Background: an optimization exercise with open tools, aiming at small area, a short achievable clock period and few clock cycles per item. Do not read the settings as production practice. RTL that was checked went through simulation tests only; none was proved equivalent to the original. Function not checked in runs 2 to 6: the RTL went through the layout flow alone. Power is estimated from default activity; no workload was simulated.

--- flow/flow/run.sh ---
#!/bin/bash
# The standard layout, with plain buffers on the ports: ORFS's buffer_ports
# otherwise picks a delay cell (clkdlybuf4s50_1) for every port buffer.
set -euo pipefail
cd "$(dirname "$0")/.."
export BUFFER_PORTS_ARGS="-buffer_cell sky130_fd_sc_hd__buf_2"
bash standard.sh > make_finish.log 2>&1
--- flow/standard.sh ---
#!/bin/bash
# synth_recipe.tcl (not shown) runs the flow's synth.tcl, then flattens the netlist and writes it again
# the make line also repeats each setting of config.mk as NAME=value (left out here)
make -C /OpenROAD-flow-scripts/flow DESIGN_CONFIG=/design/flow/config.mk WORK_HOME=/design/flow/orfs CLKGATE_MAP_FILE= SYNTH_SCRIPT=/design/flow/synth_recipe.tcl "${@:-finish}"
--- flow/config.mk ---
export PLATFORM = sky130hd
export DESIGN_NAME = evt_router_top
export DESIGN_NICKNAME = evt_router_top
export VERILOG_FILES = /design/flow/design.v
export SDC_FILE = /design/flow/constraint.sdc
export NUM_CORES = 4
export LEC_CHECK = 0
export ABC_CLOCK_PERIOD_IN_PS = 2500
export CAP_MARGIN = 20
export CORE_MARGIN = 2
export CORE_UTILIZATION = 40
export CTS_BUF_LIST = sky130_fd_sc_hd__clkbuf_8
export SETUP_SLACK_MARGIN = 2.75
export SLEW_MARGIN = 20
export TNS_END_PERCENT = 0
--- flow/constraint.sdc ---
create_clock -name core_clock -period 5.5 [get_ports {pl_clk0_buf_int}]
set_input_delay 1.1000 -clock core_clock [delete_from_list [all_inputs] [get_ports {pl_clk0_buf_int}]]
set_output_delay 1.1000 -clock core_clock [all_outputs]
set_load 0.01 [all_outputs]
--- flow/design.v ---
package evt_router_pkg;
  typedef logic [31:0] evt_t;
  typedef logic [31:0] key_t;
  typedef logic [4:0] shift_t;
  typedef logic [2:0] route_t;
  typedef logic [7:0] cfg_addr_t;
  typedef logic [15:0] wait_t;
  typedef logic [31:0] count_t;
  localparam cfg_addr_t ADDR_MP_KEY        = 8'h00;
  localparam cfg_addr_t ADDR_MP_FMSK_BASE  = 8'h10;
  localparam cfg_addr_t ADDR_MP_FSFT_BASE  = 8'h18;
  localparam cfg_addr_t ADDR_RT_KEY_BASE   = 8'h20;
  localparam cfg_addr_t ADDR_RT_MASK_BASE  = 8'h40;
  localparam cfg_addr_t ADDR_RT_ROUTE_BASE = 8'h60;
  localparam cfg_addr_t ADDR_DROP_WAIT     = 8'h80;
endpackage
`timescale 1ns/1ps
module cfg_regs
#(
  parameter int NUM_MREGS = 4,
  parameter int NUM_RREGS = 16
)
(
  input  logic                        pl_clk0_buf_int,
  input  logic                        rst_n,
  input  logic                        cfg_wr,
  input  evt_router_pkg::cfg_addr_t   cfg_addr,
  input  evt_router_pkg::key_t        cfg_wdata,
  output evt_router_pkg::key_t        mp_key,
  output evt_router_pkg::key_t [NUM_MREGS-1:0] mp_fmsk,
  output logic [NUM_MREGS-1:0][3:0] mp_sft_lo,
  output logic [NUM_MREGS-1:0][3:0] mp_sft_md,
  output logic [NUM_MREGS-1:0]      mp_sft_hi,
  output evt_router_pkg::key_t [NUM_RREGS-1:0] rt_key,
  output evt_router_pkg::key_t [NUM_RREGS-1:0] rt_mask,
  output evt_router_pkg::route_t [NUM_RREGS-1:0] rt_route,
  output evt_router_pkg::wait_t       dw_m1,
  output logic                        dw_zero
);
  logic                 clr;
  evt_router_pkg::key_t wd;
  logic                      wr_q;
  evt_router_pkg::cfg_addr_t addr_q;
  evt_router_pkg::key_t      wdata_q;
  always_ff @(posedge pl_clk0_buf_int or negedge rst_n)
  begin
    if (!rst_n)
    begin
      clr  <= 1'b1;
      wr_q <= 1'b0;
    end
    else
    begin
      clr  <= 1'b0;
      wr_q <= cfg_wr;
    end
  end
  always_ff @(posedge pl_clk0_buf_int)
  begin
    addr_q  <= cfg_addr;
    wdata_q <= cfg_wdata;
  end
  assign wd = clr ? '0 : wdata_q;
  logic                 we_key;
  logic                 we_dw;
  logic [NUM_MREGS-1:0] we_fmsk;
  logic [NUM_MREGS-1:0] we_fsft;
  logic [NUM_RREGS-1:0] we_rkey;
  logic [NUM_RREGS-1:0] we_rmsk;
  logic [NUM_RREGS-1:0] we_rrt;
  assign we_key = clr || (wr_q && addr_q == evt_router_pkg::ADDR_MP_KEY);
  assign we_dw  = clr || (wr_q && addr_q == evt_router_pkg::ADDR_DROP_WAIT);
  for (genvar i = 0; i < NUM_MREGS; i++)
  begin : g_mw
    assign we_fmsk[i] = clr || (wr_q &&
      addr_q == evt_router_pkg::cfg_addr_t'(evt_router_pkg::ADDR_MP_FMSK_BASE + i));
    assign we_fsft[i] = clr || (wr_q &&
      addr_q == evt_router_pkg::cfg_addr_t'(evt_router_pkg::ADDR_MP_FSFT_BASE + i));
  end
  for (genvar i = 0; i < NUM_RREGS; i++)
  begin : g_rw
    assign we_rkey[i] = clr || (wr_q &&
      addr_q == evt_router_pkg::cfg_addr_t'(evt_router_pkg::ADDR_RT_KEY_BASE + i));
    assign we_rmsk[i] = clr || (wr_q &&
      addr_q == evt_router_pkg::cfg_addr_t'(evt_router_pkg::ADDR_RT_MASK_BASE + i));
    assign we_rrt[i]  = clr || (wr_q &&
      addr_q == evt_router_pkg::cfg_addr_t'(evt_router_pkg::ADDR_RT_ROUTE_BASE + i));
  end
  always_ff @(posedge pl_clk0_buf_int)
  begin
    if (we_key)
      mp_key <= wd;
    if (we_dw)
    begin
      dw_m1   <= evt_router_pkg::wait_t'(wd) - 1'b1;
      dw_zero <= (evt_router_pkg::wait_t'(wd) == '0);
    end
    for (int i = 0; i < NUM_MREGS; i++)
    begin
      if (we_fmsk[i])
        mp_fmsk[i] <= wd;
      if (we_fsft[i])
      begin
        mp_sft_lo[i] <= 4'b0001 << wd[1:0];
        mp_sft_md[i] <= 4'b0001 << wd[3:2];
        mp_sft_hi[i] <= wd[4];
      end
    end
    for (int i = 0; i < NUM_RREGS; i++)
    begin
      if (we_rkey[i])
        rt_key[i] <= wd;
      if (we_rmsk[i])
        rt_mask[i] <= wd;
      if (we_rrt[i])
        rt_route[i] <= evt_router_pkg::route_t'(wd);
    end
  end
endmodule
`timescale 1ns/1ps
module evt_mapper
#(
  parameter int NUM_MREGS = 4
)
(
  input  logic                      pl_clk0_buf_int,
  input  logic                      rst_n,
  input  logic                      go,
  input  logic                      go_nxt,
  input  evt_router_pkg::key_t      mp_key,
  input  evt_router_pkg::key_t [NUM_MREGS-1:0] mp_fmsk,
  input  logic [NUM_MREGS-1:0][3:0] mp_sft_lo,
  input  logic [NUM_MREGS-1:0][3:0] mp_sft_md,
  input  logic [NUM_MREGS-1:0]      mp_sft_hi,
  input  logic                      evt_vld,
  input  evt_router_pkg::evt_t      evt_data,
  output logic                      evt_rdy,
  output logic                      map_vld,
  output evt_router_pkg::key_t      map_key
);
  evt_router_pkg::key_t key_nxt;
  logic                 map_vld_nxt;
  always_comb
  begin
    logic [31:0] x, y, z;
    key_nxt = mp_key;
    for (int i = 0; i < NUM_MREGS; i++)
    begin
      x = evt_data & mp_fmsk[i];
      for (int j = 0; j < 32; j++)
      begin
        y[j] = 1'b0;
        for (int t = 0; t < 4; t++)
          if (j + t < 32)
            y[j] = y[j] | (mp_sft_lo[i][t] & x[(j + t) % 32]);
      end
      for (int j = 0; j < 32; j++)
      begin
        z[j] = 1'b0;
        for (int t = 0; t < 4; t++)
          if (j + 4 * t < 32)
            z[j] = z[j] | (mp_sft_md[i][t] & y[(j + 4 * t) % 32]);
      end
      for (int j = 0; j < 32; j++)
        key_nxt[j] = key_nxt[j] | (mp_sft_hi[i] ? ((j + 16 < 32) ? z[(j + 16) % 32] : 1'b0) : z[j]);
    end
  end
  assign map_vld_nxt = evt_rdy ? evt_vld : map_vld;
  always_ff @(posedge pl_clk0_buf_int or negedge rst_n)
  begin
    if (!rst_n)
    begin
      map_vld <= 1'b0;
      evt_rdy <= 1'b0;
    end
    else
    begin
      map_vld <= map_vld_nxt;
      evt_rdy <= go_nxt || !map_vld_nxt;
    end
  end
  always_ff @(posedge pl_clk0_buf_int)
  begin
    if (evt_rdy)
      map_key <= key_nxt;
  end
endmodule
`timescale 1ns/1ps
module route_lookup
#(
  parameter int NUM_RREGS    = 16,
  parameter int NUM_CHANNELS = 8
)
(
  input  logic                      pl_clk0_buf_int,
  input  logic                      rst_n,
  input  logic                      go,
  input  evt_router_pkg::key_t [NUM_RREGS-1:0] rt_key,
  input  evt_router_pkg::key_t [NUM_RREGS-1:0] rt_mask,
  input  evt_router_pkg::route_t [NUM_RREGS-1:0] rt_route,
  input  logic                      map_vld,
  input  evt_router_pkg::key_t      map_key,
  output logic                      lkp_push,
  output evt_router_pkg::key_t      lkp_key,
  output logic [NUM_CHANNELS-1:0]   lkp_ch,
  output evt_router_pkg::count_t    unmatched_cnt
);
  logic                   mt_vld;
  logic [NUM_RREGS-1:0]   mt_hit;
  logic                   hit;
  evt_router_pkg::route_t hit_route;
  always_ff @(posedge pl_clk0_buf_int or negedge rst_n)
  begin
    if (!rst_n)
      mt_vld <= 1'b0;
    else if (go)
      mt_vld <= map_vld;
  end
  always_ff @(posedge pl_clk0_buf_int)
  begin
    if (go)
    begin
      lkp_key <= map_key;
      for (int i = 0; i < NUM_RREGS; i++)
        mt_hit[i] <= ((map_key & rt_mask[i]) == rt_key[i]);
    end
  end
  always_comb
  begin
    hit_route = '0;
    for (int i = NUM_RREGS - 1; i >= 0; i--)
      if (mt_hit[i])
        hit_route = rt_route[i];
  end
  assign hit = |mt_hit;
  for (genvar c = 0; c < NUM_CHANNELS; c++)
  begin : g_ch
    assign lkp_ch[c] = (hit_route == evt_router_pkg::route_t'(c));
  end
  assign lkp_push = go && mt_vld && hit;
  always_ff @(posedge pl_clk0_buf_int or negedge rst_n)
  begin
    if (!rst_n)
      unmatched_cnt <= '0;
    else if (go && mt_vld && !hit)
      unmatched_cnt <= unmatched_cnt + 1'b1;
  end
endmodule
`timescale 1ns/1ps
module chan_dispatch
#(
  parameter int NUM_CHANNELS = 8,
  parameter int NUM_TRK      = 3,     
  parameter int NUM_Q        = 3      
)
(
  input  logic                      pl_clk0_buf_int,
  input  logic                      rst_n,
  input  evt_router_pkg::wait_t     dw_m1,
  input  logic                      dw_zero,
  output logic                      go,
  output logic                      go_nxt,
  input  logic                      lkp_push,
  input  evt_router_pkg::key_t      lkp_key,
  input  logic [NUM_CHANNELS-1:0]   lkp_ch,
  output logic [NUM_CHANNELS-1:0]   ch_vld,
  output evt_router_pkg::key_t [NUM_CHANNELS-1:0] ch_key,
  input  logic [NUM_CHANNELS-1:0]   ch_rdy,
  output evt_router_pkg::count_t    dropped_cnt
);
  logic [NUM_Q-1:0]          q_vld;
  evt_router_pkg::key_t      q_key [NUM_Q];
  logic [NUM_CHANNELS-1:0]   q_ch  [NUM_Q];
  logic [NUM_Q-1:0]          q_old [NUM_Q];
  logic [NUM_TRK-1:0]        t_bsy;
  logic [NUM_CHANNELS-1:0]   t_ch  [NUM_TRK];   
  evt_router_pkg::wait_t     t_rem [NUM_TRK];   
  logic [NUM_TRK-1:0]        t_exp;             
  logic                      t_free;            
  logic [NUM_TRK-1:0]        t_rdy;
  logic [NUM_TRK-1:0]        t_drop;
  logic [NUM_TRK-1:0]        t_keep;            
  logic [NUM_TRK-1:0]        t_bsy_nxt;
  logic [NUM_TRK-1:0]        t_take;
  logic [NUM_CHANNELS-1:0]   c_exp;
  logic [NUM_CHANNELS-1:0]   c_free;            
  logic [NUM_CHANNELS-1:0]   c_load;
  logic [NUM_CHANNELS-1:0]   c_stay;
  logic                      pop;
  evt_router_pkg::key_t      s_key;
  logic [1:0]                n_drop;
  logic [1:0]                drop_pend;
  logic [NUM_Q-1:0]          q_ld;
  logic [NUM_Q-1:0]          q_sel;
  logic [NUM_Q-1:0]          q_put;             
  logic [NUM_Q-1:0]          q_nxt;
  always_comb
  begin
    c_exp = '0;
    for (int i = 0; i < NUM_TRK; i++)
      c_exp = c_exp | (t_ch[i] & {NUM_CHANNELS{t_exp[i]}});
  end
  assign c_free = ~ch_vld | ch_rdy | c_exp;
  assign c_stay = ch_vld & ~c_free;
  always_comb
  begin
    for (int i = 0; i < NUM_Q; i++)
      q_ld[i] = t_free && q_vld[i] && |(q_ch[i] & c_free);
    for (int i = 0; i < NUM_Q; i++)
    begin
      q_sel[i] = q_ld[i];
      for (int j = 0; j < NUM_Q; j++)
        if (j != i && q_ld[j] && q_old[j][i])
          q_sel[i] = 1'b0;
    end
    s_key  = '0;
    c_load = '0;
    for (int i = 0; i < NUM_Q; i++)
    begin
      s_key  = s_key  | (q_key[i] & {32{q_sel[i]}});
      c_load = c_load | (q_ch[i]  & {NUM_CHANNELS{q_sel[i]}});
    end
    q_put = '0;
    for (int i = NUM_Q - 1; i >= 0; i--)
      if (!q_vld[i])
        q_put = NUM_Q'(1) << i;
    q_put = q_put & {NUM_Q{lkp_push}};
    q_nxt = (q_vld & ~q_sel) | q_put;
  end
  assign pop    = |q_sel;
  assign go_nxt = !(&q_nxt);
  always_comb
  begin
    logic found;
    found  = 1'b0;
    t_take = '0;
    for (int i = 0; i < NUM_TRK; i++)
    begin
      t_take[i] = pop && !t_bsy[i] && !found;
      found     = found || !t_bsy[i];
    end
    n_drop = '0;
    for (int i = 0; i < NUM_TRK; i++)
    begin
      t_rdy[i]     = |(t_ch[i] & ch_rdy);
      t_drop[i]    = t_exp[i] && !t_rdy[i];
      t_keep[i]    = t_bsy[i] && !t_exp[i] && !t_rdy[i];
      t_bsy_nxt[i] = t_keep[i] || t_take[i];
      n_drop       = n_drop + 2'(t_drop[i]);
    end
  end
  always_ff @(posedge pl_clk0_buf_int or negedge rst_n)
  begin
    if (!rst_n)
    begin
      q_vld  <= '0;
      go     <= 1'b0;
      ch_vld <= '0;
      t_bsy  <= '0;
      t_exp  <= '0;
      t_free <= 1'b0;
    end
    else
    begin
      q_vld  <= q_nxt;
      go     <= go_nxt;
      ch_vld <= c_stay | c_load;
      t_bsy  <= t_bsy_nxt;
      t_free <= !(&t_bsy_nxt);
      for (int i = 0; i < NUM_TRK; i++)
        if (t_take[i])
          t_exp[i] <= !dw_zero && (dw_m1 == '0);
        else
          t_exp[i] <= t_keep[i] && !dw_zero && (t_rem[i] == evt_router_pkg::wait_t'(1));
    end
  end
  always_ff @(posedge pl_clk0_buf_int)
  begin
    for (int i = 0; i < NUM_Q; i++)
    begin
      if (q_put[i])
      begin
        q_key[i] <= lkp_key;
        q_ch[i]  <= lkp_ch;
        for (int j = 0; j < NUM_Q; j++)
          q_old[i][j] <= 1'b0;
      end
      for (int j = 0; j < NUM_Q; j++)
        if (q_put[j] && j != i)
          q_old[i][j] <= 1'b1;
    end
    for (int c = 0; c < NUM_CHANNELS; c++)
      ch_key[c] <= (s_key & {32{c_load[c]}}) | (ch_key[c] & {32{c_stay[c]}});
    for (int i = 0; i < NUM_TRK; i++)
    begin
      if (t_take[i])
      begin
        t_ch[i]  <= c_load;
        t_rem[i] <= dw_m1;
      end
      else
        t_rem[i] <= t_rem[i] - 1'b1;
    end
  end
  always_ff @(posedge pl_clk0_buf_int or negedge rst_n)
  begin
    if (!rst_n)
    begin
      drop_pend   <= '0;
      dropped_cnt <= '0;
    end
    else
    begin
      drop_pend   <= n_drop;
      dropped_cnt <= dropped_cnt + evt_router_pkg::count_t'(drop_pend);
    end
  end
endmodule
`timescale 1ns/1ps
module evt_router_top
#(
  parameter int NUM_MREGS    = 4,
  parameter int NUM_RREGS    = 16,
  parameter int NUM_CHANNELS = 8
)
(
  input  logic                        pl_clk0_buf_int,
  input  logic                        rst_n,
  input  logic                        cfg_wr,
  input  evt_router_pkg::cfg_addr_t   cfg_addr,
  input  evt_router_pkg::key_t        cfg_wdata,
  input  logic                        evt_vld,
  input  evt_router_pkg::evt_t        evt_data,
  output logic                        evt_rdy,
  output logic [NUM_CHANNELS-1:0]     ch_vld,
  output logic [NUM_CHANNELS*32-1:0] ch_key,    
  input  logic [NUM_CHANNELS-1:0]     ch_rdy,
  output evt_router_pkg::count_t      unmatched_cnt,
  output evt_router_pkg::count_t      dropped_cnt
);
  evt_router_pkg::key_t      mp_key;
  evt_router_pkg::key_t [NUM_MREGS-1:0] mp_fmsk;
  logic [NUM_MREGS-1:0][3:0] mp_sft_lo;
  logic [NUM_MREGS-1:0][3:0] mp_sft_md;
  logic [NUM_MREGS-1:0]      mp_sft_hi;
  evt_router_pkg::key_t [NUM_RREGS-1:0] rt_key;
  evt_router_pkg::key_t [NUM_RREGS-1:0] rt_mask;
  evt_router_pkg::route_t [NUM_RREGS-1:0] rt_route;
  evt_router_pkg::wait_t     dw_m1;
  logic                      dw_zero;
  evt_router_pkg::key_t [NUM_CHANNELS-1:0] ch_key_a;
  assign ch_key = ch_key_a;
  logic                      go;
  logic                      go_nxt;
  logic                      map_vld;
  evt_router_pkg::key_t      map_key;
  logic                      lkp_push;
  evt_router_pkg::key_t      lkp_key;
  logic [NUM_CHANNELS-1:0]   lkp_ch;
  cfg_regs #(.NUM_MREGS (NUM_MREGS), .NUM_RREGS (NUM_RREGS)) cr (
      .pl_clk0_buf_int (pl_clk0_buf_int)
    , .rst_n           (rst_n)
    , .cfg_wr          (cfg_wr)
    , .cfg_addr        (cfg_addr)
    , .cfg_wdata       (cfg_wdata)
    , .mp_key          (mp_key)
    , .mp_fmsk         (mp_fmsk)
    , .mp_sft_lo       (mp_sft_lo)
    , .mp_sft_md       (mp_sft_md)
    , .mp_sft_hi       (mp_sft_hi)
    , .rt_key          (rt_key)
    , .rt_mask         (rt_mask)
    , .rt_route        (rt_route)
    , .dw_m1           (dw_m1)
    , .dw_zero         (dw_zero)
    );
  evt_mapper #(.NUM_MREGS (NUM_MREGS)) em (
      .pl_clk0_buf_int (pl_clk0_buf_int)
    , .rst_n           (rst_n)
    , .go              (go)
    , .go_nxt          (go_nxt)
    , .mp_key          (mp_key)
    , .mp_fmsk         (mp_fmsk)
    , .mp_sft_lo       (mp_sft_lo)
    , .mp_sft_md       (mp_sft_md)
    , .mp_sft_hi       (mp_sft_hi)
    , .evt_vld         (evt_vld)
    , .evt_data        (evt_data)
    , .evt_rdy         (evt_rdy)
    , .map_vld         (map_vld)
    , .map_key         (map_key)
    );
  route_lookup #(.NUM_RREGS (NUM_RREGS), .NUM_CHANNELS (NUM_CHANNELS)) rl (
      .pl_clk0_buf_int (pl_clk0_buf_int)
    , .rst_n           (rst_n)
    , .go              (go)
    , .rt_key          (rt_key)
    , .rt_mask         (rt_mask)
    , .rt_route        (rt_route)
    , .map_vld         (map_vld)
    , .map_key         (map_key)
    , .lkp_push        (lkp_push)
    , .lkp_key         (lkp_key)
    , .lkp_ch          (lkp_ch)
    , .unmatched_cnt   (unmatched_cnt)
    );
  chan_dispatch #(.NUM_CHANNELS (NUM_CHANNELS)) cd (
      .pl_clk0_buf_int (pl_clk0_buf_int)
    , .rst_n           (rst_n)
    , .dw_m1           (dw_m1)
    , .dw_zero         (dw_zero)
    , .go              (go)
    , .go_nxt          (go_nxt)
    , .lkp_push        (lkp_push)
    , .lkp_key         (lkp_key)
    , .lkp_ch          (lkp_ch)
    , .ch_vld          (ch_vld)
    , .ch_key          (ch_key_a)
    , .ch_rdy          (ch_rdy)
    , .dropped_cnt     (dropped_cnt)
    );
endmodule
==> summary.txt, run 1 <==
clock sink total=1949; stages on the worst setup path=13; kind of critical path=flip-flop to flip-flop; Placed Cells=8645; mapped cell area=0.0773 mm2; Die Width=444 um; Critical Path RT=6.42 ns; CTS root buf=clkbuf_8; Core ar.=0.192 mm2; peak supply drop=242 uV; Overall Power=34.1 mW; flop2flop setup slack=2.49 ns; cell row count=161; largest net degree at the start of global routing=63; Worst Setup EP=cd.ch_key[108]$_DFF_P_; r2r startpoint=cd.t_exp[1]$_DFF_PN0_; Startpoint Class=flip-flop; total gr overflow=0; I/O pin total=413; Hold Crit Class=input pin to flip-flop; r2r worst-path depth=13; Starting Density=40.2%; Buffers & Inverters on Critical Path=6; clk slew on worst S/H paths=0.06 ns; DRT met1 WL=101 mm; H-tree Lvls=5; pre-CTS WS=1.26 ns; Final setup viols=0; relative slew slack=23.4%; max-cap violation count=0; Worst Setup End Kind=flip-flop; Vias=53500; post-detailed-routing wire length=264 mm; Fin. Hold Viols=0; initial antenna violation count=20; DRC violations left=0; crit-path leading delay family=compound AO/OA/AOI/OAI gates; NumNets Final=6692; DR WL met2=126 mm; Pre-antenna DRT Iters=9; Reg-to-Reg End=cd.ch_key[108]$_DFF_P_; Largest stage delay, worst path=0.43 ns; met3 WL=25.6 mm; PD cells=373 mW/mm2; Synth area leader=edfxtp_1; Avg Cell Area, Syn=13.2 um2; Area after DPL=0.0830 mm2; DRT iter0 DRCs=7130; RSZ-0062 raised after global routing=true; yosys warns=9; min Tclk post-route=3.01 ns; Die Y=444 um; post-route ant nets=0; fin cells=9364; Die Area=0.197 mm2; first-pass GRT wire length=368 mm; Post-synth top flop=edfxtp_1; Worst-Skew Late Latency=1.04 ns; WL per Instance=28.2 um; Slew Limit Fails=0; synth top area cells=edfxtp_1 59%, dfxtp_1 9.1%, xnor2_1 6.5%, nand2_1 4.5%, nand3_1 3.5%; Post-Syn Nets=5968; CP Cell Sequence=buf_12 -> a22oi_2 -> nand3_4 -> a22oi_2 -> a41o_1 -> a221oi_4 -> buf_6 -> buf_12 -> a222oi_1 -> buf_4 -> buf_8 -> clkbuf_16 -> o21ai_2; post-route worst setup slack=2.49 ns; slew at the pin with the worst max-slew slack=1.15 ns; IO Port Bufs=412; Critical Path AT=3.93 ns; clock skew=0.0780 ns; Num CTS Buffers=339; fraction of layout instances using a drive strength above 1=19.2%; CP max FO=8; crit path from=cd.t_exp[1]$_DFF_PN0_; status=finished clean; register area share after synthesis=70.6%; Post-Syn Instances=5869; Fmax=332 MHz; vias in the first global route=50600; Max Used Layer=met5; Global Route Usage Sum=25.9%; CP max-delay cell=dfrtp_2; CTS tree=yes; number of synthesized flops with an enable pin=1509; Yosys cell types=72; CTS max path bufs=4; Lkg Pwr=33.8 nW; HPWL after DPL=158 mm; Finished Cell Area=0.0913 mm2; Yosys top cell area share=58.6%; gpl congestion=0.953; asr flop ratio synth=4.62%; P&R area growth vs syn=18.1%; Tcrit/Tclk final=54.8%; post-synthesis sequential element count=1949; DR vias/cell=5.72; Fin Setup TNS=0 ns
worst reg2reg max path: stages, from the launching register on:
cell,delay (ns)
dfrtp_2,0.43
buf_12,0.15
a22oi_2,0.30
nand3_4,0.15
a22oi_2,0.23
a41o_1,0.27
a221oi_4,0.05
buf_6,0.17
buf_12,0.13
a222oi_1,0.39
buf_4,0.23
buf_8,0.14
clkbuf_16,0.20
o21ai_2,0.07
per-stage QoR:
stage	util [%]	hold slack [ns]
after CTS	47.1	0.0566
after global placement	43.2	0.431
after detailed placement	43.2	0.441
final	47.5	0.152
after floorplan	-	0.424
after global routing	47.5	0.0935
worst min path at each step:
stage	from	end	depth (start not counted)
floorplan	em.map_key[0]$_DFFE_PP_	rl.lkp_key[0]$_DFFE_PP_	0
global placement	cd.ch_key[114]$_DFF_P_	cd.ch_key[114]$_DFF_P_	2
detailed placement	cd.ch_key[226]$_DFF_P_	cd.ch_key[226]$_DFF_P_	2
CTS	cfg_wdata[28]	cr.wdata_q[28]$_DFF_P_	1
global route	cfg_wdata[8]	cr.wdata_q[8]$_DFF_P_	1
finish	cfg_wdata[28]	cr.wdata_q[28]$_DFF_P_	1
state kept, by name, summed over array words and instances, names as in the netlist, 48 cells and up:
| signal | cells |
|---|---|
| cr.rt_mask | 512 |
| cd.t_rem | 48 |
| cr.rt_key | 512 |
| cd.q_key | 96 |
| cr.rt_route | 48 |
| cr.mp_fmsk | 128 |
| cd.ch_key | 256 |
what timing repair did:
item,4_1_cts,5_1_grt
endpoints found under the setup margin,2075,1083
gates cloned,20,12
resized for setup,63,111
pin swaps,48,36
setup buffers,74,23
hold buffers,0,0
cell usage in the layout (no fill, tap or decap), drive strengths merged, types with 7 or more instances in the layout:
master    count
buf         686
clkinvlp      8
nor2         96
or4           9
xnor2       574
dfxtp       350
o21bai       40
and3         24
mux2         45
a22o         64
a22oi       130
a21o         27
nand3       538
a221oi       22
clkinv       78
nand3b        7
clkbuf      375
ha           13
nand2       918
o22ai        23
edfxtp     1509
nor3         53
nor4        157
o21ai       305
or3          20
xor2         49
a21oi        46
nand2b       17
mux2i         8
nand4       182
nor2b        56
dfrtp        89
a31oi         9
inv         181
a222oi       56
synth_stat cells, types with 42 or more instances:
cell type / number
a22o_1: 64
xnor2_1: 574
nand4_1: 182
nor4_1: 156
dfxtp_1: 350
a21oi_1: 46
nor2b_1: 56
inv_1: 58
nor3_1: 52
a222oi_1: 56
nor2_1: 96
dfrtp_1: 89
nand2_1: 918
nand3_1: 538
clkbuf_1: 282
o21ai_0: 305
a22oi_1: 130
mux2_2: 42
edfxtp_1: 1509
xor2_1: 49
layer usage:
metal	vias up	global-route usage, %
li1	23300	-
met1	26600	33.7
met2	3143	42.1
met3	572	5.22
met4	2	10.9
met5	-	0
cell families after synthesis:
logic type / synth area share [%]
and+or+nand+nor: 12.8
DFF: 70.6
AOI/OAI and AO/OA: 6.59
xor gates and xnor gates: 7.06
buffers and inverters: 1.91
muxes: 0.759
adders and majority gates: 0.262
other: 0.00485
power by group:
part	total (mW)	internal (mW)	switching, mW
clock	12.2	6.34	5.85
sequential	17.7	17.0	0.688
combinational	4.14	1.54	2.60
layout make-up:
class                   instances  area [um2]
inverters                      59         221
repair buffers                697        5030
clock buffers                 367        5050
well taps                    2526        3160
diodes                          6        15.0
fillers                     16900      101000
clock inverters               213        1030
multi-input cells            3547       22200
flip-flops and latches       1949       54600
Testbench counts, summed over its fixed seeds: cycles 17,130, items 16,000.
==> run 2: changes to the inputs <==
--- a/flow/design.v
+++ b/flow/design.v
@@ -139,6 +139,25 @@
   output evt_router_pkg::key_t      map_key
 );
+  logic                 in_vld;
+  evt_router_pkg::evt_t in_data;
   evt_router_pkg::key_t key_nxt;
-  logic                 map_vld_nxt;
+  logic                 in_vld_nxt;
+  assign in_vld_nxt = evt_rdy ? evt_vld : in_vld;
+  always_ff @(posedge pl_clk0_buf_int or negedge rst_n)
+  begin
+    if (!rst_n)
+    begin
+      in_vld  <= 1'b0;
+      map_vld <= 1'b0;
+      evt_rdy <= 1'b0;
+    end
+    else
+    begin
+      in_vld  <= in_vld_nxt;
+      evt_rdy <= go_nxt || !in_vld_nxt;
+      if (go)
+        map_vld <= in_vld;
+    end
+  end
   always_comb
   begin
@@ -147,5 +166,5 @@
     for (int i = 0; i < NUM_MREGS; i++)
     begin
-      x = evt_data & mp_fmsk[i];
+      x = in_data & mp_fmsk[i];
       for (int j = 0; j < 32; j++)
       begin
@@ -166,21 +185,9 @@
     end
   end
-  assign map_vld_nxt = evt_rdy ? evt_vld : map_vld;
-  always_ff @(posedge pl_clk0_buf_int or negedge rst_n)
-  begin
-    if (!rst_n)
-    begin
-      map_vld <= 1'b0;
-      evt_rdy <= 1'b0;
-    end
-    else
-    begin
-      map_vld <= map_vld_nxt;
-      evt_rdy <= go_nxt || !map_vld_nxt;
-    end
-  end
   always_ff @(posedge pl_clk0_buf_int)
   begin
     if (evt_rdy)
+      in_data <= evt_data;
+    if (go)
       map_key <= key_nxt;
   end
@@ -269,4 +276,6 @@
   output evt_router_pkg::count_t    dropped_cnt
 );
+  localparam int TW = (NUM_TRK > 1) ? $clog2(NUM_TRK) : 1;
+  localparam int QW = (NUM_Q > 1) ? $clog2(NUM_Q) : 1;
   logic [NUM_Q-1:0]          q_vld;
   evt_router_pkg::key_t      q_key [NUM_Q];
--- a/flow/config.mk
+++ b/flow/config.mk
@@ -10,6 +10,5 @@
 export CORE_MARGIN = 2
 export CORE_UTILIZATION = 40
-export CTS_BUF_LIST = sky130_fd_sc_hd__clkbuf_8
-export SETUP_SLACK_MARGIN = 2.75
+export SETUP_SLACK_MARGIN = 2.9
 export SLEW_MARGIN = 20
 export TNS_END_PERCENT = 0
==> run 2 against run 1 <==
Clock skew shrank 0.027 ns; sequential cell count grew 33; via count grew 0.65%.
==> summary.txt, run 2 <==
total gr overflow=0; post-synthesis sequential element count=1982; Hold Crit Class=input pin to async pin; number of synthesized flops with an enable pin=1541; most common cell after layout, fill and taps aside=edfxtp_1; Starting Density=40.2%; Startpoint Class=flip-flop; Yosys top cell area share=59.1%; final core occ=47.7%; Post-synth top flop=edfxtp_1; register area share after synthesis=70.9%; most frequent CP cell=nand4_1; biggest regs=cr.rt_key x512, cr.rt_mask x512, cd.ch_key x256; CP max-delay cell=a222oi_1; CTS max path bufs=3; clock sink total=1982; final hold slack=0.301 ns; vias in the first global route=50100; min Tclk post-route=3.07 ns; synth top area cells=edfxtp_1 59%, dfxtp_1 8.9%, xnor2_1 6.5%, nand2_1 4.5%, nand3_1 3.5%; yosys warns=9; first-pass GRT wire length=374 mm; mapped cell area=0.0783 mm2; Pre-antenna DRT Iters=10; Die Width=446 um; sequential fraction of design power=51.2%; gpl congestion=0.968; IO Port Bufs=412; Die Y=446 um; Fin. Hold Viols=0; Area after DPL=0.0840 mm2; Synth top cells by count=1541 x edfxtp_1, 934 x nand2_1, 579 x xnor2_1, 544 x nand3_1, 350 x dfxtp_1; CP Cell Sequence=nand3_1 -> nand4_1 -> a222oi_1 -> nand2_1 -> o21ai_0 -> nand4_1; Overall Power=35.2 mW; P&R area growth vs syn=18.6%; RSZ-0062 raised after global routing=true; clock skew=0.0506 ns; CTS tree=yes; Finished Cell Area=0.0929 mm2; I/O pin total=413; Vias=53900; Critical Path RT=6.01 ns; most frequent cells in the layout=1541 x edfxtp_1, 933 x nand2_1, 579 x xnor2_1; CTS root buf=clkbuf_16; Sw Pwr=8.97 mW; Num CTS Buffers=196; fin cells=9339; H-tree Lvls=4; fraction of layout instances using a drive strength above 1=18.0%; Post-Syn Instances=5893; DRT iter0 DRCs=8021; Largest stage delay, worst path=0.82 ns; count leader, synth=edfxtp_1; peak supply drop=328 uV; max-cap violation count=0; NumNets Final=6621; post-route worst setup slack=2.43 ns; DR vias/cell=5.77; cell row count=162; HPWL after DPL=159 mm; asr flop ratio synth=4.59%; Lkg Pwr=33.8 nW; Switching Share=25.5%; post-route ant nets=0; pre-CTS WS=1.26 ns; DRC violations left=0; post-detailed-routing wire length=270 mm; Post-Syn Nets=5992; WL per Instance=29.0 um; Fmax=326 MHz; relative slew slack=22.3%; Slew Limit Fails=0; largest net degree at the start of global routing=57; Yosys cell types=74; slew at the pin with the worst max-slew slack=1.16 ns; hold buffer count at CTS=0; Worst Setup End Kind=flip-flop; Final setup viols=0; clk slew on worst S/H paths=0.06 ns; Synth area leader=edfxtp_1; CP max FO=16; PD cells=379 mW/mm2; Int Pwr=26.2 mW; Clock Power Share=37.8%; Die Area=0.199 mm2; kind of critical path=flip-flop to flip-flop; Global Route Usage Sum=26.5%; Placed Cells=8750; Avg Cell Area, Syn=13.3 um2; initial antenna violation count=26; status=finished clean; Critical Path AT=3.58 ns; Tcrit/Tclk final=55.9%; Worst-Skew Late Latency=0.86 ns; Core ar.=0.195 mm2; Fin Setup TNS=0 ns; power share of the combinational group=10.9%
## run 2: area by class of cell
cell class,instances,area (um2)
fillers,16900,102000
repair buffers,746,5230
well taps,2624,3280
clock inverters,91,945
inverters,55,210
diodes,27,67.6
flip-flops and latches,1982,55600
multi-input cells,3541,22100
clock buffers,273,5480
## run 2: routing by layer
layer / share of wire [%] / GRT usage (%) / routed length (um) / vias up
met3: 11 / 6.78 / 29900 / 624
met2: 46 / 41.9 / 124000 / 3405
met1: 38 / 34.2 / 102000 / 26700
met5: 0.085 / 0 / 230 / -
li1: - / - / - / 23200
met4: 4.9 / 11.8 / 13400 / 8
## run 2: final timing paths
path,cells after the start,slack [ns],to,start
max in group asynchronous,2,3.98,cd.go$_DFF_PN0_,rst_n
worst min-delay path,1,0.30,cd.dropped_cnt[29]$_DFF_PN0_,rst_n
min in group core_clock,1,0.35,cr.wdata_q[3]$_DFF_P_,cfg_wdata[3]
worst max register to register,6,2.43,em.map_key[4]$_DFFE_PP_,em.in_data[28]$_DFFE_PP_
worst max-delay path,6,2.43,em.map_key[4]$_DFFE_PP_,em.in_data[28]$_DFFE_PP_
worst min register to register,0,0.45,cd.q_key[2][16]$_DFFE_PP_,rl.lkp_key[16]$_DFFE_PP_
## run 2: cell families (layout without fill, tap and decap cells)
family / Yosys count / in the layout / share of synthesized area (%)
other: 1 / 28 / 0.00479
and+or+nand+nor: 2091 / 2091 / 12.6
AOI/OAI and AO/OA: 743 / 753 / 6.48
xor gates and xnor gates: 623 / 623 / 6.97
adders and majority gates: 15 / 15 / 0.259
buffers and inverters: 380 / 1165 / 1.88
muxes: 58 / 58 / 0.818
DFF: 1982 / 1982 / 70.9
## run 2: worst max-delay path: cells and delay by family, from the launching register on
family,cells,cell delay (ns)
AO/OA/AOI/OAI,2,1.03
flip-flops,1,0.78
AND/OR/NAND/NOR,4,0.90
## run 2: what timing repair did
action	in CTS	in global routing
cloned	21	6
setup endpoints to repair	1618	1389
resized for setup	61	36
pin swaps	71	17
setup buffers	153	18
## run 2: power by group through the flow
| stage | clock network [mW] | registers [mW] | logic [mW] |
|---|---|---|---|
| finish | 13.3 | 18.0 | 3.84 |
| global route | 14.1 | 18.1 | 4.08 |
| CTS | 13.5 | 18.0 | 3.77 |
| detailed placement | 0 | 18.4 | 3.54 |
| global placement | 0 | 18.4 | 3.48 |
| floorplan | 0 | 18.0 | 2.38 |
==> run 3: changes to the inputs <==
--- a/flow/design.v
+++ b/flow/design.v
@@ -143,4 +143,5 @@
   evt_router_pkg::key_t key_nxt;
   logic                 in_vld_nxt;
+  logic                 in_en;
   assign in_vld_nxt = evt_rdy ? evt_vld : in_vld;
   always_ff @(posedge pl_clk0_buf_int or negedge rst_n)
@@ -151,4 +152,5 @@
       map_vld <= 1'b0;
       evt_rdy <= 1'b0;
+      in_en   <= 1'b1;
     end
     else
@@ -156,4 +158,5 @@
       in_vld  <= in_vld_nxt;
       evt_rdy <= go_nxt || !in_vld_nxt;
+      in_en   <= go_nxt || !in_vld_nxt;
       if (go)
         map_vld <= in_vld;
@@ -187,5 +190,5 @@
   always_ff @(posedge pl_clk0_buf_int)
   begin
-    if (evt_rdy)
+    if (in_en)
       in_data <= evt_data;
     if (go)
@@ -292,5 +295,7 @@
   logic [NUM_TRK-1:0]        t_bsy_nxt;
   logic [NUM_TRK-1:0]        t_take;
-  logic [NUM_CHANNELS-1:0]   c_exp;
+  logic [NUM_CHANNELS-1:0]   c_exp;             
+  logic [NUM_CHANNELS-1:0]   c_rem1;            
+  logic                      w_one;             
   logic [NUM_CHANNELS-1:0]   c_free;            
   logic [NUM_CHANNELS-1:0]   c_load;
@@ -306,8 +311,9 @@
   always_comb
   begin
-    c_exp = '0;
+    c_rem1 = '0;
     for (int i = 0; i < NUM_TRK; i++)
-      c_exp = c_exp | (t_ch[i] & {NUM_CHANNELS{t_exp[i]}});
+      c_rem1 = c_rem1 | (t_ch[i] & {NUM_CHANNELS{t_bsy[i] && t_rem[i] == evt_router_pkg::wait_t'(1)}});
   end
+  assign w_one = !dw_zero && (dw_m1 == '0);
   assign c_free = ~ch_vld | ch_rdy | c_exp;
   assign c_stay = ch_vld & ~c_free;
@@ -368,4 +374,5 @@
       t_bsy  <= '0;
       t_exp  <= '0;
+      c_exp  <= '0;
       t_free <= 1'b0;
     end
@@ -377,7 +384,8 @@
       t_bsy  <= t_bsy_nxt;
       t_free <= !(&t_bsy_nxt);
+      c_exp  <= (c_load & {NUM_CHANNELS{w_one}}) | (c_stay & c_rem1 & {NUM_CHANNELS{!dw_zero}});
       for (int i = 0; i < NUM_TRK; i++)
         if (t_take[i])
-          t_exp[i] <= !dw_zero && (dw_m1 == '0);
+          t_exp[i] <= w_one;
         else
           t_exp[i] <= t_keep[i] && !dw_zero && (t_rem[i] == evt_router_pkg::wait_t'(1));
--- a/flow/config.mk
+++ b/flow/config.mk
@@ -10,4 +10,6 @@
 export CORE_MARGIN = 2
 export CORE_UTILIZATION = 40
+export CTS_CLUSTER_DIAMETER = 60
+export CTS_CLUSTER_SIZE = 30
 export SETUP_SLACK_MARGIN = 2.9
 export SLEW_MARGIN = 20
==> run 3 against run 2 <==
Sequential power hardly changed; non-clock buffer count fell by 50; via count is 0.70% lower; routed wire length decreased by 1.0%; critical path type is now input pin to flip-flop; still clean.
==> summary.txt, run 3 <==
status=finished clean; first-pass GRT wire length=373 mm; Overall Power=33.5 mW; Reg-to-Reg End=cd.ch_key[56]$_DFF_P_; Num CTS Buffers=140; max-cap violation count=0; Core ar.=0.195 mm2; hold buffer count at CTS=0; Hold Crit Class=input pin to flip-flop; Worst Hold End=cr.wdata_q[9]$_DFF_P_; Global Route Usage Sum=26.2%; Yosys cell types=70; PD cells=367 mW/mm2; Lkg Pwr=33.4 nW; most common cell after layout, fill and taps aside=edfxtp_1; IO Port Bufs=412; cell row count=162; Fmax=321 MHz; Placed Cells=8813; DR vias/cell=5.82; peak supply drop=303 uV; Pre-antenna DRT Iters=10; yosys warns=9; NumNets Final=6542; CP max FO=8; mapped cell area=0.0784 mm2; CTS max path bufs=3; largest net degree at the start of global routing=65; post-route ant nets=0; flop2flop setup slack=2.41 ns; Tcrit/Tclk final=56.6%; r2r startpoint=cd.c_exp[0]$_DFF_PN0_; fin cells=9195; Fin. Hold Viols=0; vias in the first global route=49400; H-tree Lvls=4; Fin Setup TNS=0 ns; Post-synth top flop=edfxtp_1; register area share after synthesis=71.2%; Slew Limit Fails=0; post-detailed-routing wire length=268 mm; min-delay src=cfg_wdata[9]; Die Width=447 um; Die Y=447 um; Post-Syn Instances=5922; CTS root buf=clkbuf_16; Post-Syn Nets=6021; Critical Path AT=3.85 ns; initial antenna violation count=27; WL per Instance=29.1 um; total gr overflow=0; Die Area=0.200 mm2; number of synthesized flops with an enable pin=1541; fraction of layout instances using a drive strength above 1=16.9%; DRT iter0 DRCs=7603; biggest regs=cr.rt_key x512, cr.rt_mask x512, cd.ch_key x256; min Tclk post-route=3.11 ns; I/O pin total=413; CTS tree=yes; clock skew=0.0609 ns; post-synthesis sequential element count=1991; Startpoint Class=input pin; Avg Cell Area, Syn=13.2 um2; asr flop ratio synth=5.02%; P&R area growth vs syn=16.6%; RSZ-0062 raised after global routing=true; WHS Path Cells=1; slew at the pin with the worst max-slew slack=1.22 ns; Synth top cells by count=1541 x edfxtp_1, 955 x nand2_1, 572 x xnor2_1, 537 x nand3_1, 350 x dfxtp_1; final core occ=46.9%; Synth area leader=edfxtp_1; Vias=53500; Starting Density=40.2%; fill cell count=17000; Final setup viols=0; relative slew slack=18.6%; clk slew on worst S/H paths=0.09 ns; synth top area cells=edfxtp_1 59%, dfxtp_1 8.9%, xnor2_1 6.4%, nand2_1 4.6%, nand3_1 3.4%; HPWL after DPL=161 mm; kind of critical path=input pin to flip-flop; Critical Path RT=6.23 ns; clock sink total=1991; DRC violations left=0; Worst Setup End Kind=flip-flop; gpl congestion=0.949; most frequent cells in the layout=1541 x edfxtp_1, 955 x nand2_1, 572 x xnor2_1; count leader, synth=edfxtp_1; Worst-Skew Late Latency=0.86 ns; Yosys top cell area share=59.0%; r2r worst-path depth=11
[run 3: cell count changes after synthesis, sizes merged, moves of 10 or more]
| cell | previous run | this run |
|---|---|---|
| o21bai | 34 | 0 |
| a21o | 25 | 2 |
| nand2 | 934 | 955 |
| o21ai | 298 | 319 |
| nor2 | 92 | 108 |
| a21oi | 41 | 53 |
| nor4 | 157 | 146 |
| o32ai | 0 | 11 |
| nand3 | 547 | 537 |
| nor3b | 2 | 12 |
[run 3: how the worst max path moves through the flow]
stage                                      from  depth (start not counted)                      end  slack [ns]
after floorplan                       ch_rdy[0]                         10  cd.t_ch[0][7]$_DFFE_PP_        1.79
after global placement                ch_rdy[0]                          9   cd.ch_key[242]$_DFF_P_        1.19
after detailed placement              ch_rdy[0]                          9   cd.ch_key[233]$_DFF_P_        1.05
after CTS                 cd.c_exp[0]$_DFF_PN0_                         11    cd.c_exp[0]$_DFF_PN0_        2.56
after global routing      cd.c_exp[0]$_DFF_PN0_                         11    cd.ch_key[44]$_DFF_P_        2.35
final                                 ch_rdy[1]                         12    cd.ch_key[56]$_DFF_P_        2.39
[run 3: area by class of cell]
type,instances,area [um2],share of cell area [%]
diodes,8,20.0,0.0219
clock buffers,151,3670,4.02
clock inverters,111,1530,1.67
inverters,64,248,0.271
multi-input cells,3550,21800,23.8
flip-flops and latches,1991,55800,61.1
well taps,2624,3280,3.59
repair buffers,696,5080,5.56
[run 3: per-stage QoR]
stage / hold slack [ns] / instance area [um2] / worst slack [ns]
6_report: 0.345 / 91400 / 2.39
5_1_grt: 0.321 / 91400 / 2.35
4_1_cts: 0.289 / 91100 / 2.56
3_5_place_dp: 0.438 / 84400 / 1.05
3_3_place_gp: 0.434 / 84300 / 1.19
2_1_floorplan: 0.424 / 78500 / 1.79
[run 3: critical path, cell delays in order]
cell and delay, ns:
buf_2 0.15, or3b_4 0.45, a22o_1 0.22, a221oi_2 0.28, a31oi_4 0.19, and3_4 0.27, buf_12 0.15, a222oi_1 0.38
buf_4 0.25, buf_6 0.16, clkbuf_16 0.18, o21ai_1 0.08
[run 3: where the power goes]
group	switching (mW)	internal [mW]	total, mW
registers	0.684	17.3	18.0
logic	2.46	1.37	3.84
clock network	6.15	5.53	11.7
total	9.30	24.2	33.5
[run 3: repair_timing]
| action | 4_1_cts | 5_1_grt |
|---|---|---|
| gates resized for setup | 93 | 39 |
| setup buffers | 78 | 2 |
| cloned | 23 | 2 |
| pin swaps | 43 | 5 |
| endpoints found under the setup margin | 1767 | 776 |
[run 3: cells by family (layout without fill, tap and decap cells)]
logic type               count (synthesis)  in the layout  synth area share (%)
flip-flops                            1991           1991                  71.2
adder cells (fa/ha/maj)                 15             15                 0.259
AND/OR/NAND/NOR                       2120           2120                  12.8
buffers and inverters                  381           1022                  1.86
other                                    1              9               0.00478
multiplexers                            53             53                 0.752
XOR/XNOR                               624            624                  6.97
AO/OA/AOI/OAI                          737            737                  6.25
[run 3: per-layer routing]
layer / track usage [%] / up-vias / part of all wire (%)
met5: 0 / - / 0.011
met4: 11.3 / 6 / 4.9
met3: 5.28 / 534 / 11
met2: 41.5 / 3352 / 46
met1: 35.1 / 26600 / 38
li1: - / 23000 / -
==> run 4: changes to the inputs <==
--- a/flow/design.v
+++ b/flow/design.v
@@ -139,28 +139,6 @@
   output evt_router_pkg::key_t      map_key
 );
-  logic                 in_vld;
-  evt_router_pkg::evt_t in_data;
   evt_router_pkg::key_t key_nxt;
-  logic                 in_vld_nxt;
-  logic                 in_en;
-  assign in_vld_nxt = evt_rdy ? evt_vld : in_vld;
-  always_ff @(posedge pl_clk0_buf_int or negedge rst_n)
-  begin
-    if (!rst_n)
-    begin
-      in_vld  <= 1'b0;
-      map_vld <= 1'b0;
-      evt_rdy <= 1'b0;
-      in_en   <= 1'b1;
-    end
-    else
-    begin
-      in_vld  <= in_vld_nxt;
-      evt_rdy <= go_nxt || !in_vld_nxt;
-      in_en   <= go_nxt || !in_vld_nxt;
-      if (go)
-        map_vld <= in_vld;
-    end
-  end
+  logic                 map_vld_nxt;
   always_comb
   begin
@@ -169,5 +147,5 @@
     for (int i = 0; i < NUM_MREGS; i++)
     begin
-      x = in_data & mp_fmsk[i];
+      x = evt_data & mp_fmsk[i];
       for (int j = 0; j < 32; j++)
       begin
@@ -188,9 +166,24 @@
     end
   end
+  logic                 map_en;
+  assign map_vld_nxt = evt_rdy ? evt_vld : map_vld;
+  always_ff @(posedge pl_clk0_buf_int or negedge rst_n)
+  begin
+    if (!rst_n)
+    begin
+      map_vld <= 1'b0;
+      evt_rdy <= 1'b0;
+      map_en  <= 1'b1;
+    end
+    else
+    begin
+      map_vld <= map_vld_nxt;
+      evt_rdy <= go_nxt || !map_vld_nxt;
+      map_en  <= go_nxt || !map_vld_nxt;
+    end
+  end
   always_ff @(posedge pl_clk0_buf_int)
   begin
-    if (in_en)
-      in_data <= evt_data;
-    if (go)
+    if (map_en)
       map_key <= key_nxt;
   end
@@ -279,6 +272,4 @@
   output evt_router_pkg::count_t    dropped_cnt
 );
-  localparam int TW = (NUM_TRK > 1) ? $clog2(NUM_TRK) : 1;
-  localparam int QW = (NUM_Q > 1) ? $clog2(NUM_Q) : 1;
   logic [NUM_Q-1:0]          q_vld;
   evt_router_pkg::key_t      q_key [NUM_Q];
--- a/flow/config.mk
+++ b/flow/config.mk
@@ -10,6 +10,4 @@
 export CORE_MARGIN = 2
 export CORE_UTILIZATION = 40
-export CTS_CLUSTER_DIAMETER = 60
-export CTS_CLUSTER_SIZE = 30
 export SETUP_SLACK_MARGIN = 2.9
 export SLEW_MARGIN = 20
==> run 4 against run 3 <==
Largest power group unchanged; hold slack improved by 0.0067 ns; sequential power hardly changed; synthesized area is 1.4% lower; cell area barely moved; sequential cell count decreased by 33; via count shrank 1.3%; power up 5.9%; synthesized cell count fell by 0.66%; first-iteration DRC count down 8.1%; cell count down 0.20%.
==> summary.txt, run 4 <==
P&R area growth vs syn=18.2%; Vias=52800; CP Cell Sequence=buf_2 -> or3b_4 -> a22o_1 -> a221oi_2 -> a31oi_4 -> o221a_4 -> buf_12 -> a222oi_1 -> bufbuf_16 -> inv_1; vias in the first global route=49600; Avg Cell Area, Syn=13.1 um2; cell row count=161; Critical Path RT=6.07 ns; DRT iter0 DRCs=6990; post-route ant nets=0; r2r worst-path depth=9; Largest stage delay, worst path=0.44 ns; Starting Density=40.2%; post-detailed-routing wire length=260 mm; CTS max path bufs=3; Die Area=0.197 mm2; Finished Cell Area=0.0914 mm2; NumNets Final=6569; Final setup viols=0; Tcrit/Tclk final=56.5%; clock sink total=1958; first-pass GRT wire length=365 mm; number of synthesized flops with an enable pin=1509; register area share after synthesis=70.9%; Fin. Hold Viols=0; CTS root buf=clkbuf_16; most frequent cells in the layout=1509 x edfxtp_1, 962 x nand2_1, 559 x xnor2_1; slew at the pin with the worst max-slew slack=1.22 ns; flop2flop setup slack=2.43 ns; post-synthesis mux area share=0.798%; DRC violations left=0; initial antenna violation count=18; min Tclk post-route=3.11 ns; largest net degree at the start of global routing=63; relative slew slack=18.7%; Synth area leader=edfxtp_1; Synth Area in Compound Gates=6.31%; Yosys top cell area share=58.6%; biggest regs=cr.rt_key x512, cr.rt_mask x512, cd.ch_key x256; Die Width=444 um; mapped cell area=0.0773 mm2; IO Port Bufs=412; yosys warns=9; simple-gate share of the synthesized area=12.9%; RSZ-0062 raised after global routing=true; Synth top cells by count=1509 x edfxtp_1, 967 x nand2_1, 559 x xnor2_1, 531 x nand3_1, 350 x dfxtp_1; CP max-delay cell=or3b_4; CP max FO=35; CTS tree=yes; WL per Instance=28.3 um; Startpoint Class=input pin; Fmax=322 MHz; HPWL after DPL=158 mm; Area after DPL=0.0832 mm2; Post-Syn Nets=5982; Lkg Pwr=33.5 nW; PD cells=388 mW/mm2; gpl congestion=0.951; Post-synth top flop=edfxtp_1; count leader, synth=edfxtp_1; kind of critical path=input pin to flip-flop; clk slew on worst S/H paths=0.06 ns; total gr overflow=0; Fin Setup TNS=0 ns; r2r startpoint=cd.c_exp[2]$_DFF_PN0_; Global Route Usage Sum=25.7%; synth top area cells=edfxtp_1 59%, dfxtp_1 9.1%, xnor2_1 6.3%, nand2_1 4.7%, nand3_1 3.4%; I/O pin total=413; Core ar.=0.192 mm2; post-synthesis sequential element count=1958; asr flop ratio synth=5.06%; Synth Area in XOR/XNOR=7.04%; most common cell after layout, fill and taps aside=edfxtp_1; Pre-antenna DRT Iters=9; H-tree Lvls=4; Worst Setup End Kind=flip-flop; Slew Limit Fails=0; peak supply drop=236 uV; Yosys cell types=70; status=finished clean; DR vias/cell=5.75; Num CTS Buffers=200; Adder-Cell Fraction of Synth Area=0.262%; largest family of logic cells by synthesized area=simple AND/OR/NAND/NOR gates; Critical Path AT=3.68 ns; Die Y=444 um; fraction of layout instances using a drive strength above 1=17.5%; clock skew=0.0565 ns; Reg-to-Reg End=cd.t_ch[0][5]$_DFFE_PP_; Post-Syn Instances=5883; max-cap violation count=0; Worst-Skew Late Latency=0.85 ns; Hold Crit Class=input pin to async pin
[run 4: logic make-up after synthesis]
logic type	Yosys count
adders and majority gates	15
muxes	56
DFF	1958
buffers and inverters	375
xor gates and xnor gates	622
AOI/OAI and AO/OA	736
and+or+nand+nor	2120
other	1
[run 4: power by group]
group	switching (mW)	internal, mW	total, mW
clock	5.93	7.90	13.8
sequential	0.651	17.1	17.7
combinational	2.50	1.44	3.94
[run 4: worst max-delay path by stage]
stage / start / to / cells past startpoint
after floorplan: ch_rdy[2] / cd.t_ch[0][7]$_DFFE_PP_ / 10
after global placement: ch_rdy[1] / cd.ch_key[229]$_DFF_P_ / 10
after detailed placement: ch_rdy[2] / cd.t_ch[1][2]$_DFFE_PP_ / 8
after CTS: cd.c_exp[2]$_DFF_PN0_ / cd.t_free$_DFF_PN0_ / 10
after global routing: cd.c_exp[5]$_DFF_PN0_ / cd.ch_key[252]$_DFF_P_ / 12
final: ch_rdy[2] / cd.t_ch[0][5]$_DFFE_PP_ / 10
[run 4: area by class of cell]
class | count | area (um2)
Antenna cell | 9 | 22.5
Clock buffer | 265 | 5530
Clock inverter | 109 | 1210
Fill cell | 16700 | 101000
Inverter | 62 | 240
Multi-Input combinational cell | 3556 | 21800
Sequential cell | 1958 | 54800
Tap cell | 2526 | 3160
Timing Repair Buffer | 692 | 4680
[run 4: through the flow]
step / util [%] / setup slack (ns) / total power, mW / instances / hold slack, ns
finish: 47.5 / 2.39 / 35.5 / 9177 / 0.351
global route: 47.5 / 2.42 / 36.6 / 9171 / 0.326
CTS: 47.4 / 2.57 / 35.6 / 9152 / 0.305
detailed placement: 43.3 / 1.10 / 21.8 / 8690 / 0.436
global placement: 43.2 / 1.09 / 21.7 / 8682 / 0.432
floorplan: - / 1.86 / 20.3 / 5883 / 0.424
[run 4: worst max-delay path: cells and delay by family]
family          cells  cell delay [ns]
compound gates      5             1.29
buf+inv             4             0.84
simple gates        1             0.44
[run 4: what timing repair did]
item,in CTS,in global routing
gates cloned,19,3
hold buffers,0,0
gates resized for setup,92,35
buffers inserted,69,13
endpoints found under the hold margin,0,0
endpoints found under the setup margin,1386,1505
pin swaps,42,14
[run 4: routing by layer]
layer,wire (um),GRT usage (%)
met1,101000,33.8
met5,0,0
met2,122000,41.6
met3,25000,5.07
met4,11700,10.7
==> run 5: changes to the inputs <==
--- a/flow/config.mk
+++ b/flow/config.mk
@@ -10,4 +10,5 @@
 export CORE_MARGIN = 2
 export CORE_UTILIZATION = 40
+export CTS_BUF_LIST = sky130_fd_sc_hd__clkbuf_8
 export SETUP_SLACK_MARGIN = 2.9
 export SLEW_MARGIN = 20
==> run 5 against run 4 <==
Synthesized cell count unchanged; hold slack got worse by 0.20 ns; clock power decreased by about 10%; critical path depth unchanged; cell count increased by 2.5%; clock skew increased by 0.020 ns; sequential cell count unchanged; sequential share of layout area increased by 0.26 points; utilization decreased by 0.19 points; critical path type is now flip-flop to flip-flop; highest routed layer is now met5.
==> summary.txt, run 5 <==
vias in the first global route=50700; CP Cell Sequence=or3b_4 -> a22o_1 -> a221oi_2 -> a31oi_4 -> o221a_4 -> buf_4 -> buf_4 -> o311ai_4 -> buf_4 -> mux2_2; Largest stage delay, worst path=0.41 ns; Reg-to-Reg End=cd.t_rem[1][9]$_DFF_P_; Overall Power=34.1 mW; Buffers & Inverters on Critical Path=3; Fmax=332 MHz; met2 Use GR=42.1%; synth top area cells=edfxtp_1 59%, dfxtp_1 9.1%, xnor2_1 6.3%, nand2_1 4.7%, nand3_1 3.4%; DRT iter0 DRCs=6714; Final setup viols=0; peak supply drop=219 uV; Fin Setup TNS=0 ns; GRT busiest layer=met2; biggest regs=cr.rt_key x512, cr.rt_mask x512, cd.ch_key x256; clk slew on worst S/H paths=0.07 ns; Critical Path AT=3.95 ns; P&R area growth vs syn=17.8%; grt met1 use=33.8%; I/O pin total=413; Die Y=444 um; clock sink total=1958; Slew Limit Fails=0; RSZ-0062 raised after global routing=true; H-tree Lvls=5; PD cells=375 mW/mm2; Post-Syn Nets=5982; kind of critical path=flip-flop to flip-flop; WL per Instance=28.0 um; r2r startpoint=cd.c_exp[2]$_DFF_PN0_; Synth top cells by count=1509 x edfxtp_1, 967 x nand2_1, 559 x xnor2_1, 531 x nand3_1, 350 x dfxtp_1; crit-path leading delay family=compound AO/OA/AOI/OAI gates; CTS max path bufs=4; Pre-antenna DRT Iters=9; largest net degree at the start of global routing=63; max-cap violation count=0; crit path from=cd.c_exp[2]$_DFF_PN0_; register area share after synthesis=70.9%; mapped cell area=0.0773 mm2; DR vias/cell=5.73; Yosys cell types=70; met3 GRT Util=5.66%; fraction of layout instances using a drive strength above 1=18.8%; r2r worst-path depth=10; Yosys top cell area share=58.6%; relative slew slack=17.2%; clock skew=0.0767 ns; Die Area=0.197 mm2; cell row count=161; Post-Syn Instances=5883; count leader, synth=edfxtp_1; hold buffer count at CTS=0; Core ar.=0.192 mm2; Num CTS Buffers=343; most common cell after layout, fill and taps aside=edfxtp_1; Starting Density=40.2%; Post-synth top flop=edfxtp_1; Lkg Pwr=33.8 nW; total gr overflow=0; post-synthesis sequential element count=1958; Critical Path RT=6.43 ns; yosys warns=9; Worst Setup EP=cd.t_rem[1][9]$_DFF_P_; Tcrit/Tclk final=54.8%; NumNets Final=6724; IO Port Bufs=412; Worst Setup End Kind=flip-flop; post-detailed-routing wire length=263 mm; most frequent CP cell=buf_4; flop2flop setup slack=2.48 ns; CTS tree=yes; Global Route Usage Sum=26.1%; most frequent cells in the layout=1509 x edfxtp_1, 963 x nand2_1, 559 x xnor2_1; Avg Cell Area, Syn=13.1 um2; min Tclk post-route=3.02 ns; number of synthesized flops with an enable pin=1509; HPWL after DPL=158 mm; gpl congestion=0.951; DRC violations left=0; CTS root buf=clkbuf_8; Die Width=444 um; Worst-Skew Late Latency=1.05 ns; stages on the worst setup path=10; Startpoint Class=flip-flop; initial antenna violation count=16; Hold Crit Class=input pin to flip-flop; slew at the pin with the worst max-slew slack=1.24 ns; asr flop ratio synth=5.06%; Synth area leader=edfxtp_1; CP max FO=9; CP max-delay cell=or3b_4; Fin. Hold Viols=0; first-pass GRT wire length=370 mm; status=finished clean; Vias=53900; post-route ant nets=0
[run 5: worst min-delay path by stage]
stage / startpoint / depth (start not counted) / slack (ns) / to
after global placement: cd.ch_key[82]$_DFF_P_ / 2 / 0.43 / cd.ch_key[82]$_DFF_P_
after CTS: cfg_wdata[14] / 1 / 0.04 / cr.wdata_q[14]$_DFF_P_
after global routing: cfg_wdata[0] / 1 / 0.07 / cr.wdata_q[0]$_DFF_P_
final: cfg_wdata[0] / 1 / 0.15 / cr.wdata_q[0]$_DFF_P_
after detailed placement: cd.ch_key[222]$_DFF_P_ / 2 / 0.44 / cd.ch_key[222]$_DFF_P_
after floorplan: em.map_key[0]$_DFFE_PP_ / 0 / 0.42 / rl.lkp_key[0]$_DFFE_PP_
[run 5: final cells by class]
cell class | count | area (um2)
clock inverters | 222 | 1100
repair buffers | 704 | 4790
flip-flops and latches | 1958 | 54800
multi-input cells | 3556 | 21800
well taps | 2526 | 3160
inverters | 62 | 240
diodes | 9 | 22.5
fillers | 16900 | 101000
clock buffers | 372 | 5120
[run 5: repair_timing]
item | in CTS | in global routing
resized for setup | 96 | 108
setup endpoints to repair | 1618 | 1468
pin swaps | 44 | 6
cloned | 24 | 2
buffers inserted | 82 | 8
hold endpoints to repair | 0 | 0
[run 5: power by group]
part           internal (mW)  leakage (nW)  switching [mW]  total, mW
registers               17.1          18.6           0.638       17.7
clock network           6.55          3.64            5.87       12.4
logic                   1.45          11.6            2.53       3.98
[run 5: metal layers]
layer / vias to the layer above / part of all wire (%) / wire (um)
met2: 3192 / 47 / 123000
met1: 26800 / 39 / 102000
met3: 595 / 9.6 / 25400
li1: 23300 / - / -
met5: - / 0.014 / 38
met4: 4 / 4.7 / 12500
[run 5: logic make-up after synthesis]
logic type / after synthesis / synth area share [%]
flip-flops: 1958 / 70.9
AND/OR/NAND/NOR: 2120 / 12.9
other: 1 / 0.00485
AO/OA/AOI/OAI: 736 / 6.31
buffers and inverters: 375 / 1.86
adder cells (fa/ha/maj): 15 / 0.262
multiplexers: 56 / 0.798
XOR/XNOR: 622 / 7.04
[run 5: stage by stage]
step	instance area [um2]	setup slack (ns)	std cells	hold slack, ns	util (%)
after CTS	90900	2.60	9390	0.0394	47.3
final	91100	2.48	9409	0.149	47.3
after global placement	83100	1.09	8682	0.432	43.2
after detailed placement	83200	1.10	8690	0.436	43.3
after floorplan	77400	1.86	5883	0.424	-
after global routing	91100	2.42	9403	0.0694	47.3
==> run 6: changes to the inputs <==
--- a/flow/config.mk
+++ b/flow/config.mk
@@ -9,6 +9,7 @@
 export CAP_MARGIN = 20
 export CORE_MARGIN = 2
-export CORE_UTILIZATION = 40
+export CORE_UTILIZATION = 55
 export CTS_BUF_LIST = sky130_fd_sc_hd__clkbuf_8
+export PLACE_DENSITY = 0.7
 export SETUP_SLACK_MARGIN = 2.9
 export SLEW_MARGIN = 20
==> run 6 against run 5 <==
Global-route usage rose by 6.7 points; still clean on timing, DRC and antenna; sequential share of layout area rose by 1.0 points; cell count fell by 7.6%; non-clock buffer count fell by 38; synthesized area did not move; sequential power barely moved; clock-buffer cell count fell by 13.
==> summary.txt, run 6 <==
post-route ant nets=0; Post-Syn Nets=5982; r2r worst-path depth=9; Overall Power=33.4 mW; CTS root buf=clkbuf_8; mapped cell area=0.0773 mm2; Final setup viols=0; Startpoint Class=flip-flop; Slew Limit Fails=0; Fmax=309 MHz; CP max FO=14; NumNets Final=6672; DRT iter0 DRCs=7529; most frequent CP cell=buf_4; first-pass GRT wire length=340 mm; RSZ-0062 raised after global routing=true; PD cells=373 mW/mm2; status=finished clean; clock sink total=1958; Critical Path AT=4.13 ns; Tcrit/Tclk final=58.9%; DRC violations left=0; Lkg Pwr=33.4 nW; Synth top cells by count=1509 x edfxtp_1, 967 x nand2_1, 559 x xnor2_1, 531 x nand3_1, 350 x dfxtp_1; asr flop ratio synth=5.06%; Synth area leader=edfxtp_1; clock skew=0.0645 ns; I/O pin total=413; number of synthesized flops with an enable pin=1509; CP Cell Sequence=or3b_4 -> buf_4 -> a22oi_1 -> a31oi_4 -> o221a_4 -> a222oi_1 -> buf_4 -> clkbuf_16 -> o21ai_0; CTS max path bufs=4; clk slew on worst S/H paths=0.07 ns; Starting Density=55.4%; Die Area=0.144 mm2; most common cell after layout, fill and taps aside=edfxtp_1; Worst-Skew Late Latency=1.01 ns; hold buffer count at CTS=0; slew at the pin with the worst max-slew slack=1.26 ns; pre-CTS WS=1.12 ns; CTS tree=yes; relative slew slack=16.2%; biggest regs=cr.rt_key x512, cr.rt_mask x512, cd.ch_key x256; Avg Cell Area, Syn=13.1 um2; Hold Crit Class=input pin to async pin; Num CTS Buffers=325; HPWL after DPL=145 mm; gpl congestion=0.983; DR vias/cell=6.19; Post-synth top flop=edfxtp_1; largest net degree at the start of global routing=66; kind of critical path=flip-flop to flip-flop; IO Port Bufs=412; Die Y=379 um; Fin Setup TNS=0 ns; register area share after synthesis=70.9%; Yosys cell types=70; Yosys top cell area share=58.6%; P&R area growth vs syn=15.8%; vias in the first global route=49700; min Tclk post-route=3.24 ns; post-detailed-routing wire length=242 mm; Pre-antenna DRT Iters=10; post-route worst setup slack=2.26 ns; WL per Instance=27.8 um; Largest stage delay, worst path=0.61 ns; H-tree Lvls=5; cell row count=137; synth top area cells=edfxtp_1 59%, dfxtp_1 9.1%, xnor2_1 6.3%, nand2_1 4.7%, nand3_1 3.4%; Global Route Usage Sum=32.8%; count leader, synth=edfxtp_1; fill cell count=10400; Critical Path RT=6.39 ns; initial antenna violation count=21; CP max-delay cell=a222oi_1; Die Width=379 um; total gr overflow=0; yosys warns=9; Fin. Hold Viols=0; most frequent cells in the layout=1509 x edfxtp_1, 963 x nand2_1, 559 x xnor2_1; max-cap violation count=0; post-synthesis sequential element count=1958; Vias=53800; Post-Syn Instances=5883; fraction of layout instances using a drive strength above 1=18.0%; peak supply drop=257 uV; Worst Setup End Kind=flip-flop; Core ar.=0.140 mm2
==> run 6: cell count changes in the layout (fill, tap and decap cells not counted), sizes merged <==
cell	before	now
buf	694	656
inv	184	153
clkinv	84	94
clkbuf	372	363
o21ai	337	342
bufbuf	10	6
bufinv	8	6
o311ai	6	4
clkinvlp	8	9
o221a	1	2
==> run 6: layout make-up <==
| type | instances | area (um2) | share of cell area, % |
|---|---|---|---|
| clock inverters | 200 | 965 | 1.08 |
| multi-input cells | 3560 | 21900 | 24.4 |
| diodes | 9 | 22.5 | 0.0252 |
| flip-flops and latches | 1958 | 54800 | 61.2 |
| repair buffers | 666 | 4340 | 4.85 |
| inverters | 62 | 250 | 0.279 |
| clock buffers | 359 | 4940 | 5.52 |
| well taps | 1876 | 2350 | 2.62 |
==> run 6: path summary, 6_finish.rpt <==
kind | start | slack, ns | to
hold / removal | rst_n | 0.18 | cd.dropped_cnt[31]$_DFF_PN0_
max in group asynchronous | rst_n | 4.13 | cd.go$_DFF_PN0_
min in group core_clock | cfg_wdata[11] | 0.22 | cr.wdata_q[11]$_DFF_P_
setup reg to reg | cd.c_exp[7]$_DFF_PN0_ | 2.26 | cd.ch_key[16]$_DFF_P_
setup / recovery | cd.c_exp[7]$_DFF_PN0_ | 2.26 | cd.ch_key[16]$_DFF_P_
hold reg to reg | cd.ch_key[58]$_DFF_P_ | 0.45 | cd.ch_key[58]$_DFF_P_
==> run 6: worst max-delay path: cells and delay by family (launching register included) <==
family / cells / cell delay (ns)
flops: 1 / 0.38
simple gates: 1 / 0.43
compound gates: 5 / 1.65
buf+inv: 3 / 0.62
==> run 6: kinds of logic after synthesis <==
group	after synthesis	share of synthesized area, %
muxes	56	0.798
DFF	1958	70.9
adders and majority gates	15	0.262
buffers and inverters	375	1.86
xor gates and xnor gates	622	7.04
AOI/OAI and AO/OA	736	6.31
other	1	0.00485
and+or+nand+nor	2120	12.9
==> run 6: metal layers <==
layer	track usage [%]	up-vias	wire length, um
met5	0	-	40
met4	14.6	4	11500
met1	44.6	26400	91200
met2	50.4	3552	110000
met3	7.81	607	29100
li1	-	23200	-
==> run 6: repair_timing <==
action                     in CTS  in global routing
pin swaps                      43                 20
setup buffers                  41                 33
resized for setup              30                 93
gates cloned                   10                 11
setup endpoints to repair    1511               1465
hold endpoints to repair        0                  0
==> run 6: metrics by stage <==
step	instance area, um2	hold WS [ns]	cells	utilization (%)
finish	89500	0.184	8690	64.2
global route	89500	0.166	8685	64.2
CTS	88800	0.145	8636	63.6
detailed placement	82300	0.437	8026	59.0
global placement	82300	0.428	8023	59.0
floorplan	77400	0.424	5883	-
==> run 6: where the power goes <==
part | total [mW] | switching (mW) | internal [mW]
sequential | 17.7 | 0.625 | 17.1
clock | 11.8 | 5.62 | 6.23
combinational | 3.87 | 2.46 | 1.41
total | 33.4 | 8.70 | 24.7

Re-timed with assumed drivers on the ports (clkbuf_16 on the clock, buf_2 on other inputs), run 6 has 2.259 ns of setup slack against 2.259 ns with ideal ports, and 1.400 ns once port delays also move by the mid clock arrival of 1.055 ns.
